From an optimization exercise on the open Yosys and OpenROAD flow, aimed at small area; shortcuts taken in it are not production practice. Function was checked by simulation only, so behaviour that the tests miss may differ from the original. Power and IR drop assume default switching activity.

==> flow/design.v (outline; a module is shown in full before it is edited, if it fits) <==
// module dru_fa: 4 lines
// module dru_ha: 4 lines
// module dru_gp: 4 lines
// module dru_g: 3 lines
// module decimal_rounding_unit_core: 1289 lines
module decimal_rounding_unit_core (
  input  logic        clk_i,
  input  logic        rst_ni,
  input  logic        start_i,
  output logic        busy_o,
  input  logic [50:0] in_i,
  output logic        done_o,
  output logic [48:0] result_o,
  input  logic        cfg_we_i,
  input  logic [2:0]  cfg_data_i
);
  // ...
==> flow/flow/run.sh <==
#!/bin/bash
# Standard ORFS layout (the standard.sh, unchanged synthesis), with the port buffers
# made of the smallest buffer cell, and a clock tree of clkbuf_8 cells with small sink clusters
# and no dummy clock loads. Tool output goes to standard_make.log and to ORFS's own logs.
set -euo pipefail
bash standard.sh "BUFFER_PORTS_ARGS=-buffer_cell sky130_fd_sc_hd__buf_1" \
  "CTS_ARGS=-sink_clustering_enable -repair_clock_nets -dont_use_dummy_load -buf_list sky130_fd_sc_hd__clkbuf_8 -sink_clustering_size 16 -sink_clustering_max_diameter 80" finish > standard_make.log 2>&1
==> flow/standard.sh <==
#!/bin/bash
# synth_recipe.tcl (not shown) runs the flow's synth.tcl, then flattens the netlist and writes it again
# the make line also repeats each setting of config.mk as NAME=value (left out here)
make -C /OpenROAD-flow-scripts/flow DESIGN_CONFIG=/design/flow/config.mk WORK_HOME=/design/flow/orfs CLKGATE_MAP_FILE= SYNTH_SCRIPT=/design/flow/synth_recipe.tcl "${@:-finish}"
==> flow/config.mk <==
export PLATFORM = sky130hd
export DESIGN_NAME = decimal_rounding_unit_core
export DESIGN_NICKNAME = decimal_rounding_unit_core
export VERILOG_FILES = /design/flow/design.v
export SDC_FILE = /design/flow/constraint.sdc
export NUM_CORES = 4
export LEC_CHECK = 0
export CAP_MARGIN = 20
export CORE_MARGIN = 2
export CORE_UTILIZATION = 40
export GPL_TIMING_DRIVEN = 0
export SETUP_SLACK_MARGIN = 0.1
export SLEW_MARGIN = 20
export SYNTH_HIERARCHICAL = 1
==> flow/constraint.sdc <==
create_clock -name core_clock -period 6.0 [get_ports {clk_i}]
set_input_delay 1.2000 -clock core_clock [delete_from_list [all_inputs] [get_ports {clk_i}]]
set_output_delay 1.2000 -clock core_clock [all_outputs]
set_load 0.01 [all_outputs]
==> flow_summary.json, run 1 <==
{
  "outcome": "timing/DRC/antenna clean",
  "use_met3": 0.0628,
  "whs_endpoint": "vb_md[0]",
  "grt_pass1_vias": 15337,
  "min_path_type": "reg -> reg",
  "hpwl_um": 52800,
  "fin_crit_ps": 5750,
  "post-cts-setup-buffer-count": 2,
  "n_all_buffers": 214,
  "diodes": 0,
  "cts_tree": "done",
  "clockPowerShare": 0.065,
  "power_density_nw_per_um2": 627,
  "cts-htree-levels": 1,
  "final_cells": 2585,
  "multi_input_area_share": 0.656,
  "fin_skew_ps": 62.1,
  "layout_common_cells": "209 x dfxtp_1, 196 x fa_1, 124 x a21o_1, 122 x nand2_1, 108 x buf_1",
  "row_count": 76,
  "port_buffers": 106,
  "fin_area_sq_um": 19500,
  "drt-met1-wl_um": 28200,
  "finalSetupViolations": 0,
  "crit_end": "vb_t[18]",
  "inv_count": 66,
  "cpMaxStageDelayCell": "dfstp_2",
  "nWellTaps": 585,
  "post-place-ws_ps": -1180,
  "maxCapViolations": 0,
  "p_sw_w": 0.00639,
  "crit_family": "adder cells",
  "io_pins": 109,
  "syn_area_per_cell_sq_um": 9.49,
  "cp.depth": 16,
  "drt_iter0_drc": 1592,
  "place_area_sq_um": 18800,
  "fp.coreArea_sq_um": 43300,
  "crit_type": "reg -> reg"
}
==> inputs of run 2 (changes only) <==
--- a/flow/design.v
+++ b/flow/design.v
@@ -844,88 +844,88 @@
   end
   wire [20:0] t = vb_t;
   logic [3:0]  m;
   logic        par;
   logic        e;
   always_comb begin
     m = 4'd0;
     if (ks[1]) begin
-      if (t[6:0] >= 7'd5) m = 4'd1;
-      if (t[6:0] >= 7'd10) m = 4'd2;
-      if (t[6:0] >= 7'd15) m = 4'd3;
-      if (t[6:0] >= 7'd20) m = 4'd4;
-      if (t[6:0] >= 7'd25) m = 4'd5;
-      if (t[6:0] >= 7'd30) m = 4'd6;
-      if (t[6:0] >= 7'd35) m = 4'd7;
-      if (t[6:0] >= 7'd40) m = 4'd8;
-      if (t[6:0] >= 7'd45) m = 4'd9;
-      if (t[6:0] >= 7'd50) m = 4'd10;
-      if (t[6:0] >= 7'd55) m = 4'd11;
-      if (t[6:0] >= 7'd60) m = 4'd12;
-      if (t[6:0] >= 7'd65) m = 4'd13;
-      if (t[6:0] >= 7'd70) m = 4'd14;
-      if (t[6:0] >= 7'd75) m = 4'd15;
+      if ((t[6] | (t[5] | (t[4] | (t[3] | (t[2] & (t[1] | t[0]))))))) m = 4'd1;
+      if ((t[6] | (t[5] | (t[4] | (t[3] & (t[2] | t[1])))))) m = 4'd2;
+      if ((t[6] | (t[5] | (t[4] | (t[3] & (t[2] & (t[1] & t[0]))))))) m = 4'd3;
+      if ((t[6] | (t[5] | (t[4] & (t[3] | t[2]))))) m = 4'd4;
+      if ((t[6] | (t[5] | (t[4] & (t[3] & (t[2] | (t[1] | t[0]))))))) m = 4'd5;
+      if ((t[6] | (t[5] | (t[4] & (t[3] & (t[2] & t[1])))))) m = 4'd6;
+      if ((t[6] | (t[5] & (t[4] | (t[3] | (t[2] | (t[1] & t[0]))))))) m = 4'd7;
+      if ((t[6] | (t[5] & (t[4] | t[3])))) m = 4'd8;
+      if ((t[6] | (t[5] & (t[4] | (t[3] & (t[2] & (t[1] | t[0]))))))) m = 4'd9;
+      if ((t[6] | (t[5] & (t[4] & (t[3] | (t[2] | t[1])))))) m = 4'd10;
+      if ((t[6] | (t[5] & (t[4] & (t[3] | (t[2] & (t[1] & t[0]))))))) m = 4'd11;
+      if ((t[6] | (t[5] & (t[4] & (t[3] & t[2]))))) m = 4'd12;
+      if ((t[6] & (t[5] | (t[4] | (t[3] | (t[2] | (t[1] | t[0]))))))) m = 4'd13;
+      if ((t[6] & (t[5] | (t[4] | (t[3] | (t[2] & t[1])))))) m = 4'd14;
+      if ((t[6] & (t[5] | (t[4] | (t[3] & (t[2] | (t[1] & t[0]))))))) m = 4'd15;
     end
     if (ks[2]) begin
-      if (t[9:0] >= 10'd50) m = 4'd1;
-      if (t[9:0] >= 10'd100) m = 4'd2;
-      if (t[9:0] >= 10'd150) m = 4'd3;
-      if (t[9:0] >= 10'd200) m = 4'd4;
-      if (t[9:0] >= 10'd250) m = 4'd5;
-      if (t[9:0] >= 10'd300) m = 4'd6;
-      if (t[9:0] >= 10'd350) m = 4'd7;
-      if (t[9:0] >= 10'd400) m = 4'd8;
-      if (t[9:0] >= 10'd450) m = 4'd9;
-      if (t[9:0] >= 10'd500) m = 4'd10;
-      if (t[9:0] >= 10'd550) m = 4'd11;
-      if (t[9:0] >= 10'd600) m = 4'd12;
-      if (t[9:0] >= 10'd650) m = 4'd13;
+      if ((t[9] | (t[8] | (t[7] | (t[6] | (t[5] & (t[4] & (t[3] | (t[2] | t[1]))))))))) m = 4'd1;
+      if ((t[9] | (t[8] | (t[7] | (t[6] & (t[5] & (t[4] | (t[3] | t[2])))))))) m = 4'd2;
+      if ((t[9] | (t[8] | (t[7] & (t[6] | (t[5] | (t[4] & (t[3] | (t[2] & t[1]))))))))) m = 4'd3;
+      if ((t[9] | (t[8] | (t[7] & (t[6] & (t[5] | (t[4] | t[3]))))))) m = 4'd4;
+      if ((t[9] | (t[8] | (t[7] & (t[6] & (t[5] & (t[4] & (t[3] & (t[2] | t[1]))))))))) m = 4'd5;
+      if ((t[9] | (t[8] & (t[7] | (t[6] | (t[5] & (t[4] | (t[3] & t[2])))))))) m = 4'd6;
+      if ((t[9] | (t[8] & (t[7] | (t[6] & (t[5] | (t[4] & (t[3] & (t[2] & t[1]))))))))) m = 4'd7;
+      if ((t[9] | (t[8] & (t[7] & (t[6] | (t[5] | t[4])))))) m = 4'd8;
+      if ((t[9] | (t[8] & (t[7] & (t[6] & (t[5] | (t[4] | (t[3] | (t[2] | t[1]))))))))) m = 4'd9;
+      if ((t[9] | (t[8] & (t[7] & (t[6] & (t[5] & (t[4] & (t[3] | t[2])))))))) m = 4'd10;
+      if ((t[9] & (t[8] | (t[7] | (t[6] | (t[5] & (t[4] | (t[3] | (t[2] & t[1]))))))))) m = 4'd11;
+      if ((t[9] & (t[8] | (t[7] | (t[6] & (t[5] | (t[4] & t[3]))))))) m = 4'd12;
+      if ((t[9] & (t[8] | (t[7] & (t[6] | (t[5] | (t[4] | (t[3] & (t[2] | t[1]))))))))) m = 4'd13;
     end
     if (ks[3]) begin
-      if (t[12:0] >= 13'd500) m = 4'd1;
-      if (t[12:0] >= 13'd1000) m = 4'd2;
-      if (t[12:0] >= 13'd1500) m = 4'd3;
-      if (t[12:0] >= 13'd2000) m = 4'd4;
-      if (t[12:0] >= 13'd2500) m = 4'd5;
-      if (t[12:0] >= 13'd3000) m = 4'd6;
-      if (t[12:0] >= 13'd3500) m = 4'd7;
-      if (t[12:0] >= 13'd4000) m = 4'd8;
-      if (t[12:0] >= 13'd4500) m = 4'd9;
-      if (t[12:0] >= 13'd5000) m = 4'd10;
-      if (t[12:0] >= 13'd5500) m = 4'd11;
+      if ((t[12] | (t[11] | (t[10] | (t[9] | (t[8] & (t[7] & (t[6] & (t[5] & (t[4] & (t[3] | t[2]))))))))))) m = 4'd1;
+      if ((t[12] | (t[11] | (t[10] | (t[9] & (t[8] & (t[7] & (t[6] & (t[5] & (t[4] | t[3])))))))))) m = 4'd2;
+      if ((t[12] | (t[11] | (t[10] & (t[9] | (t[8] & (t[7] & (t[6] & (t[5] | (t[4] & (t[3] & t[2]))))))))))) m = 4'd3;
+      if ((t[12] | (t[11] | (t[10] & (t[9] & (t[8] & (t[7] & (t[6] & (t[5] | t[4]))))))))) m = 4'd4;
+      if ((t[12] | (t[11] & (t[10] | (t[9] | (t[8] & (t[7] & (t[6] & (t[5] | (t[4] | (t[3] | t[2]))))))))))) m = 4'd5;
+      if ((t[12] | (t[11] & (t[10] | (t[9] & (t[8] & (t[7] & (t[6] | (t[5] & (t[4] & t[3])))))))))) m = 4'd6;
+      if ((t[12] | (t[11] & (t[10] & (t[9] | (t[8] & (t[7] & (t[6] | (t[5] & (t[4] | (t[3] & t[2]))))))))))) m = 4'd7;
+      if ((t[12] | (t[11] & (t[10] & (t[9] & (t[8] & (t[7] & (t[6] | t[5])))))))) m = 4'd8;
+      if ((t[12] & (t[11] | (t[10] | (t[9] | (t[8] & (t[7] & (t[6] | (t[5] | (t[4] & (t[3] | t[2]))))))))))) m = 4'd9;
+      if ((t[12] & (t[11] | (t[10] | (t[9] & (t[8] & (t[7] & (t[6] | (t[5] | (t[4] | t[3])))))))))) m = 4'd10;
+      if ((t[12] & (t[11] | (t[10] & (t[9] | (t[8] & (t[7] | (t[6] & (t[5] & (t[4] & (t[3] & t[2]))))))))))) m = 4'd11;
     end
     if (ks[4]) begin
-      if (t[16:0] >= 17'd5000) m = 4'd1;
-      if (t[16:0] >= 17'd10000) m = 4'd2;
-      if (t[16:0] >= 17'd15000) m = 4'd3;
-      if (t[16:0] >= 17'd20000) m = 4'd4;
-      if (t[16:0] >= 17'd25000) m = 4'd5;
-      if (t[16:0] >= 17'd30000) m = 4'd6;
-      if (t[16:0] >= 17'd35000) m = 4'd7;
-      if (t[16:0] >= 17'd40000) m = 4'd8;
-      if (t[16:0] >= 17'd45000) m = 4'd9;
-      if (t[16:0] >= 17'd50000) m = 4'd10;
-      if (t[16:0] >= 17'd55000) m = 4'd11;
-      if (t[16:0] >= 17'd60000) m = 4'd12;
-      if (t[16:0] >= 17'd65000) m = 4'd13;
+      if ((t[16] | (t[15] | (t[14] | (t[13] | (t[12] & (t[11] | (t[10] | (t[9] & (t[8] & (t[7] & (t[6] | (t[5] | (t[4] | t[3])))))))))))))) m = 4'd1;
+      if ((t[16] | (t[15] | (t[14] | (t[13] & (t[12] | (t[11] | (t[10] & (t[9] & (t[8] & (t[7] | (t[6] | (t[5] | t[4]))))))))))))) m = 4'd2;
+      if ((t[16] | (t[15] | (t[14] | (t[13] & (t[12] & (t[11] & (t[10] | (t[9] & (t[8] | (t[7] & (t[6] | (t[5] | (t[4] & t[3])))))))))))))) m = 4'd3;
+      if ((t[16] | (t[15] | (t[14] & (t[13] | (t[12] | (t[11] & (t[10] & (t[9] & (t[8] | (t[7] | (t[6] | t[5])))))))))))) m = 4'd4;
+      if ((t[16] | (t[15] | (t[14] & (t[13] & (t[12] | (t[11] | (t[10] | (t[9] | (t[8] & (t[7] & (t[6] | (t[5] & (t[4] | t[3])))))))))))))) m = 4'd5;
+      if ((t[16] | (t[15] | (t[14] & (t[13] & (t[12] & (t[11] | (t[10] & (t[9] | (t[8] & (t[7] | (t[6] | (t[5] & t[4]))))))))))))) m = 4'd6;
+      if ((t[16] | (t[15] & (t[14] | (t[13] | (t[12] | (t[11] & (t[10] | (t[9] | (t[8] | (t[7] & (t[6] | (t[5] & (t[4] & t[3])))))))))))))) m = 4'd7;
+      if ((t[16] | (t[15] & (t[14] | (t[13] | (t[12] & (t[11] & (t[10] & (t[9] | (t[8] | (t[7] | t[6]))))))))))) m = 4'd8;
+      if ((t[16] | (t[15] & (t[14] | (t[13] & (t[12] | (t[11] & (t[10] & (t[9] & (t[8] & (t[7] & (t[6] & (t[5] | (t[4] | t[3])))))))))))))) m = 4'd9;
+      if ((t[16] | (t[15] & (t[14] & (t[13] | (t[12] | (t[11] | (t[10] | (t[9] & (t[8] & (t[7] | (t[6] & (t[5] | t[4]))))))))))))) m = 4'd10;
+      if ((t[16] | (t[15] & (t[14] & (t[13] | (t[12] & (t[11] | (t[10] & (t[9] & (t[8] | (t[7] & (t[6] & (t[5] | (t[4] & t[3])))))))))))))) m = 4'd11;
+      if ((t[16] | (t[15] & (t[14] & (t[13] & (t[12] | (t[11] & (t[10] | (t[9] & (t[8] | (t[7] | (t[6] & t[5])))))))))))) m = 4'd12;
+      if ((t[16] | (t[15] & (t[14] & (t[13] & (t[12] & (t[11] & (t[10] & (t[9] | (t[8] & (t[7] & (t[6] & (t[5] & (t[4] | t[3])))))))))))))) m = 4'd13;
     end
     if (ks[5]) begin
-      if (t[18:0] >= 19'd50000) m = 4'd1;
-      if (t[18:0] >= 19'd100000) m = 4'd2;
-      if (t[18:0] >= 19'd150000) m = 4'd3;
-      if (t[18:0] >= 19'd200000) m = 4'd4;
-      if (t[18:0] >= 19'd250000) m = 4'd5;
-      if (t[18:0] >= 19'd300000) m = 4'd6;
-      if (t[18:0] >= 19'd350000) m = 4'd7;
+      if ((t[18] | (t[17] | (t[16] | (t[15] & (t[14] & (t[13] | (t[12] | (t[11] | (t[10] | (t[9] & (t[8] & (t[7] | (t[6] & (t[5] | t[4]))))))))))))))) m = 4'd1;
+      if ((t[18] | (t[17] | (t[16] & (t[15] & (t[14] | (t[13] | (t[12] | (t[11] | (t[10] & (t[9] & (t[8] | (t[7] & (t[6] | t[5])))))))))))))) m = 4'd2;
+      if ((t[18] | (t[17] & (t[16] | (t[15] | (t[14] & (t[13] | (t[12] | (t[11] & (t[10] | (t[9] | (t[8] & (t[7] & (t[6] & (t[5] & t[4]))))))))))))))) m = 4'd3;
+      if ((t[18] | (t[17] & (t[16] & (t[15] | (t[14] | (t[13] | (t[12] | (t[11] & (t[10] & (t[9] | (t[8] & (t[7] | t[6]))))))))))))) m = 4'd4;
+      if ((t[18] | (t[17] & (t[16] & (t[15] & (t[14] & (t[13] | (t[12] & (t[11] | (t[10] | (t[9] | (t[8] | (t[7] & (t[6] | (t[5] | t[4]))))))))))))))) m = 4'd5;
+      if ((t[18] & (t[17] | (t[16] | (t[15] & (t[14] | (t[13] | (t[12] & (t[11] | (t[10] | (t[9] & (t[8] & (t[7] & (t[6] & t[5])))))))))))))) m = 4'd6;
+      if ((t[18] & (t[17] | (t[16] & (t[15] | (t[14] & (t[13] | (t[12] & (t[11] | (t[10] & (t[9] & (t[8] & (t[7] | (t[6] | (t[5] & t[4]))))))))))))))) m = 4'd7;
     end
     if (ks[6]) begin
-      if (t[20:0] >= 21'd500000) m = 4'd1;
-      if (t[20:0] >= 21'd1000000) m = 4'd2;
-      if (t[20:0] >= 21'd1500000) m = 4'd3;
+      if ((t[20] | (t[19] | (t[18] & (t[17] & (t[16] & (t[15] & (t[14] | (t[13] & (t[12] | (t[11] | (t[10] | (t[9] | (t[8] & (t[7] | (t[6] | t[5])))))))))))))))) m = 4'd1;
+      if ((t[20] | (t[19] & (t[18] & (t[17] & (t[16] & (t[15] | (t[14] & (t[13] | (t[12] | (t[11] | (t[10] | (t[9] & (t[8] | (t[7] | t[6]))))))))))))))) m = 4'd2;
+      if ((t[20] & (t[19] | (t[18] & (t[17] & (t[16] | (t[15] & (t[14] & (t[13] & (t[12] | (t[11] | (t[10] | (t[9] & (t[8] & (t[7] | (t[6] & t[5])))))))))))))))) m = 4'd3;
     end
     e = 1'b0;
     if (ks[1] && (t[6:0] == 7'd0 || t[6:0] == 7'd5 || t[6:0] == 7'd10 || t[6:0] == 7'd15 || t[6:0] == 7'd20 || t[6:0] == 7'd25 || t[6:0] == 7'd30 || t[6:0] == 7'd35 || t[6:0] == 7'd40 || t[6:0] == 7'd45 || t[6:0] == 7'd50 || t[6:0] == 7'd55 || t[6:0] == 7'd60 || t[6:0] == 7'd65 || t[6:0] == 7'd70 || t[6:0] == 7'd75)) e = 1'b1;
     if (ks[2] && (t[9:0] == 10'd0 || t[9:0] == 10'd50 || t[9:0] == 10'd100 || t[9:0] == 10'd150 || t[9:0] == 10'd200 || t[9:0] == 10'd250 || t[9:0] == 10'd300 || t[9:0] == 10'd350 || t[9:0] == 10'd400 || t[9:0] == 10'd450 || t[9:0] == 10'd500 || t[9:0] == 10'd550 || t[9:0] == 10'd600 || t[9:0] == 10'd650)) e = 1'b1;
     if (ks[3] && (t[12:0] == 13'd0 || t[12:0] == 13'd500 || t[12:0] == 13'd1000 || t[12:0] == 13'd1500 || t[12:0] == 13'd2000 || t[12:0] == 13'd2500 || t[12:0] == 13'd3000 || t[12:0] == 13'd3500 || t[12:0] == 13'd4000 || t[12:0] == 13'd4500 || t[12:0] == 13'd5000 || t[12:0] == 13'd5500)) e = 1'b1;
     if (ks[4] && (t[16:0] == 17'd0 || t[16:0] == 17'd5000 || t[16:0] == 17'd10000 || t[16:0] == 17'd15000 || t[16:0] == 17'd20000 || t[16:0] == 17'd25000 || t[16:0] == 17'd30000 || t[16:0] == 17'd35000 || t[16:0] == 17'd40000 || t[16:0] == 17'd45000 || t[16:0] == 17'd50000 || t[16:0] == 17'd55000 || t[16:0] == 17'd60000 || t[16:0] == 17'd65000)) e = 1'b1;
     if (ks[5] && (t[18:0] == 19'd0 || t[18:0] == 19'd50000 || t[18:0] == 19'd100000 || t[18:0] == 19'd150000 || t[18:0] == 19'd200000 || t[18:0] == 19'd250000 || t[18:0] == 19'd300000 || t[18:0] == 19'd350000)) e = 1'b1;
     if (ks[6] && (t[20:0] == 21'd0 || t[20:0] == 21'd500000 || t[20:0] == 21'd1000000 || t[20:0] == 21'd1500000)) e = 1'b1;
==> flow/flow/run.sh (replaced) <==
#!/bin/bash
# Standard ORFS layout (the standard.sh, unchanged synthesis), with the port buffers
# made of the smallest buffer cell and no dummy clock loads in clock tree synthesis.
set -euo pipefail
bash standard.sh "BUFFER_PORTS_ARGS=-buffer_cell sky130_fd_sc_hd__buf_1" \
  "CTS_ARGS=-sink_clustering_enable -repair_clock_nets -dont_use_dummy_load" finish > standard_make.log 2>&1
==> flow_summary.json, run 2 <==
{
  "critPathMaxStageDelay_ps": 680,
  "min_path_type": "reg -> reg",
  "clockPowerShare": 0.098,
  "routabilityCongestion": 0.978,
  "drt_iter0_drc": 1665,
  "fp.dieW_um": 214,
  "reg_top3": "va_v: 48 flops, vb_v: 48 flops, vd_hi: 26 flops",
  "firstDrtPassIters": 6,
  "place_area_sq_um": 18900,
  "fin_skew_ps": 65.8,
  "syn_area_per_cell_sq_um": 9.59,
  "route.detailed.drc": 0,
  "syn_area_sq_um": 17700,
  "track_usage": 0.278,
  "tightest_slew_ps": 1020,
  "crit_type": "reg -> reg",
  "antenna_left": 0,
  "ys_warn_count": 7,
  "fp.dieH_um": 214,
  "critical_path.cell_chain": "clkbuf_2, buf_2, clkbuf_4, nand2_1, o21ai_0, fa_1, fa_1, fa_1, fa_1, ha_1, a21o_1, a21o_1, a21o_1, a21o_1, a21o_1, a21o_1, xor2_1",
  "cp-end-kind": "flop",
  "p_seq_frac": 0.171,
  "finalSetupViolations": 0,
  "cts_tree": "done",
  "cpMostUsedCell": "a21o_1",
  "switching_share": 0.502,
  "cts_sinks": 220,
  "register_area_sq_um": 4460,
  "slew_headroom": 0.313,
  "grt_overflow": 0,
  "port_buffers": 106,
  "vdd_ir_drop_max_v": 0.000766,
  "fmax_ghz": 0.172,
  "rsz0062_at_grt": "false",
  "insertion_delay_ps": 540,
  "power.total_w": 0.0129,
  "layout_common_cells": "208 x dfxtp_1, 196 x fa_1, 116 x a21o_1, 112 x nand2_1, 108 x buf_1",
  "grt_start_max_net_pins": 16,
  "cp.depth": 17,
  "holdWs_ps": 319,
  "io_pins": 109,
  "power_leakage_nw": 8.97,
  "clk_pin_slew_ps": 60,
  "dieArea_sq_um": 45900,
  "fin_area_sq_um": 20200,
  "multiInputGateArea_sq_um": 13000,
  "row_count": 76,
  "final_nets": 2356,
  "drive_above_1_share": 0.111,
  "required_ps": 6410,
  "num_vias": 15561,
  "layout_commonest_cell": "dfxtp_1",
  "ctsHoldBuffers": 0,
  "p_sw_w": 0.00645,
  "hold_viol_final": 0,
  "synthCells": 1842,
  "combPwrFrac": 0.732,
  "outcome": "timing/DRC/antenna clean",
  "cts_buffer_depth": 3,
  "via_per_inst": 6.01,
  "hold_depth": 0,
  "grt_pass1_vias": 15478,
  "maxCapViolations": 0,
  "n_fill_cell": 4273,
  "numCtsBuffers": 25,
  "cp.arrival_ps": 6230,
  "area_delta_synth_final_pct": 14.3,
  "crit_family": "adder cells",
  "report.final.slew_viol_count": 0,
  "cp-start-kind": "flop",
  "power_density_nw_per_um2": 636,
  "finalCritPeriodShare": 0.970,
  "path_max_fanout": 10,
  "p_int_w": 0.00641,
  "grt_pass1_wl_um": 97300,
  "cpMaxStageDelayCell": "dfstp_2",
  "fin_crit_ps": 5820,
  "r2r_cells": 17,
  "drt-total-wl_um": 65100,
  "cts-htree-levels": 1,
  "crit_buf_inv": 3,
  "fp.coreArea_sq_um": 43400,
  "root_buffer": "clkbuf_16",
  "initial_core_util": 0.407,
  "wl_per_cell_um": 25.2,
  "antenna_found_initial": 0,
  "hpwl_um": 52100
}
run 2: per-stage QoR:
step | std cells | setup WS [ps] | TNS, ps | util
2_1_floorplan | 1860 | 577 | 0 | -
3_3_place_gp | 2551 | -1650 | -40800 | 0.435
3_5_place_dp | 2552 | -1660 | -41780 | 0.435
4_1_cts | 2576 | 102 | 0 | 0.458
5_1_grt | 2587 | 57.8 | 0 | 0.466
6_report | 2588 | 180 | 0 | 0.466
run 2: repair_timing:
action	in CTS	in global routing
pin swaps	2	18
setup buffers	0	12
setup endpoints to repair	98	81
cloned	0	0
resized for setup	121	130
run 2: power groups by stage:
stage | Clock, W | Combinational, W | Sequential [W]
final | 0.00125 | 0.00941 | 0.00219
after global routing | 0.00135 | 0.0103 | 0.00222
after CTS | 0.00129 | 0.00917 | 0.00218
after detailed placement | 0 | 0.00892 | 0.00219
after global placement | 0 | 0.00891 | 0.00219
after floorplan | 0 | 0.00640 | 0.00205
run 2: final cells by class:
type | instances | share of cell area
Clock buffer | 25 | 0.0310
Multi-Input combinational cell | 1464 | 0.645
Buffer | 109 | 0.0299
Tap cell | 585 | 0.0362
Timing Repair Buffer | 119 | 0.0245
Sequential cell | 220 | 0.221
Antenna cell | 1 | 0.000124
Inverter | 65 | 0.0126
run 2: final timing paths:
kind	startpoint	end	slack, ps
min reg2reg	vb_v[44]	vd_hi[22]	320
max	ks[4]	vb_t[18]	180
max in group asynchronous	rst_ni	ks[2]	5030
min in group asynchronous	rst_ni	vd_q	590
min	vb_v[44]	vd_hi[22]	320
max reg2reg	ks[4]	vb_t[18]	180
run 2: metal layers:
metal / share of wire / global-route usage
met4: 0.046 / 0.116
met3: 0.077 / 0.0394
met2: 0.44 / 0.422
met5: 0 / 0
met1: 0.44 / 0.397
run 2: worst reg2reg max path, delay by kind of cell, from the launching register on:
family	cells	cell delay (ps)
fa+ha+maj	5	2270
compound gates	7	1410
buf+inv	3	1040
flops	1	680
xor+xnor	1	160
simple gates	1	110

## re-timing with driven ports
The results above use ideal ports. As a check the final layouts listed here were re-extracted and re-timed, cells and wires unchanged. Step 1 (the two cells are an assumption about what drives the block):
set clk [get_ports {clk_i}]
set_driving_cell -lib_cell sky130_fd_sc_hd__clkbuf_16 $clk
set_driving_cell -lib_cell sky130_fd_sc_hd__buf_2 [delete_from_list [all_inputs] $clk]
Step 2, shift: input delay + t, output delay - t, t = (earliest + latest rising clock arrival at the registers) / 2. This alone moves slack from input paths to output paths. Slacks: no drivers / after step 1 / after step 2; pairs: no drivers / after step 1.
| run | t, ns | setup slack, ns | worst setup path at the end | latest minus earliest clock arrival (ns) |
|---|---|---|---|---|
| run 1 | 0.601 | 0.252 / 0.252 / -0.108 | input to register | 0.062 / 0.062 |
| run 2 | 0.570 | 0.180 / 0.180 / -0.051 | input to register | 0.071 / 0.071 |
With both steps, setup timing fails in run 1 and run 2, where it was met with ideal ports. The setup slack of run 1, which loses most, moves by 0.000 ns with the drivers and by -0.360 ns with both steps.
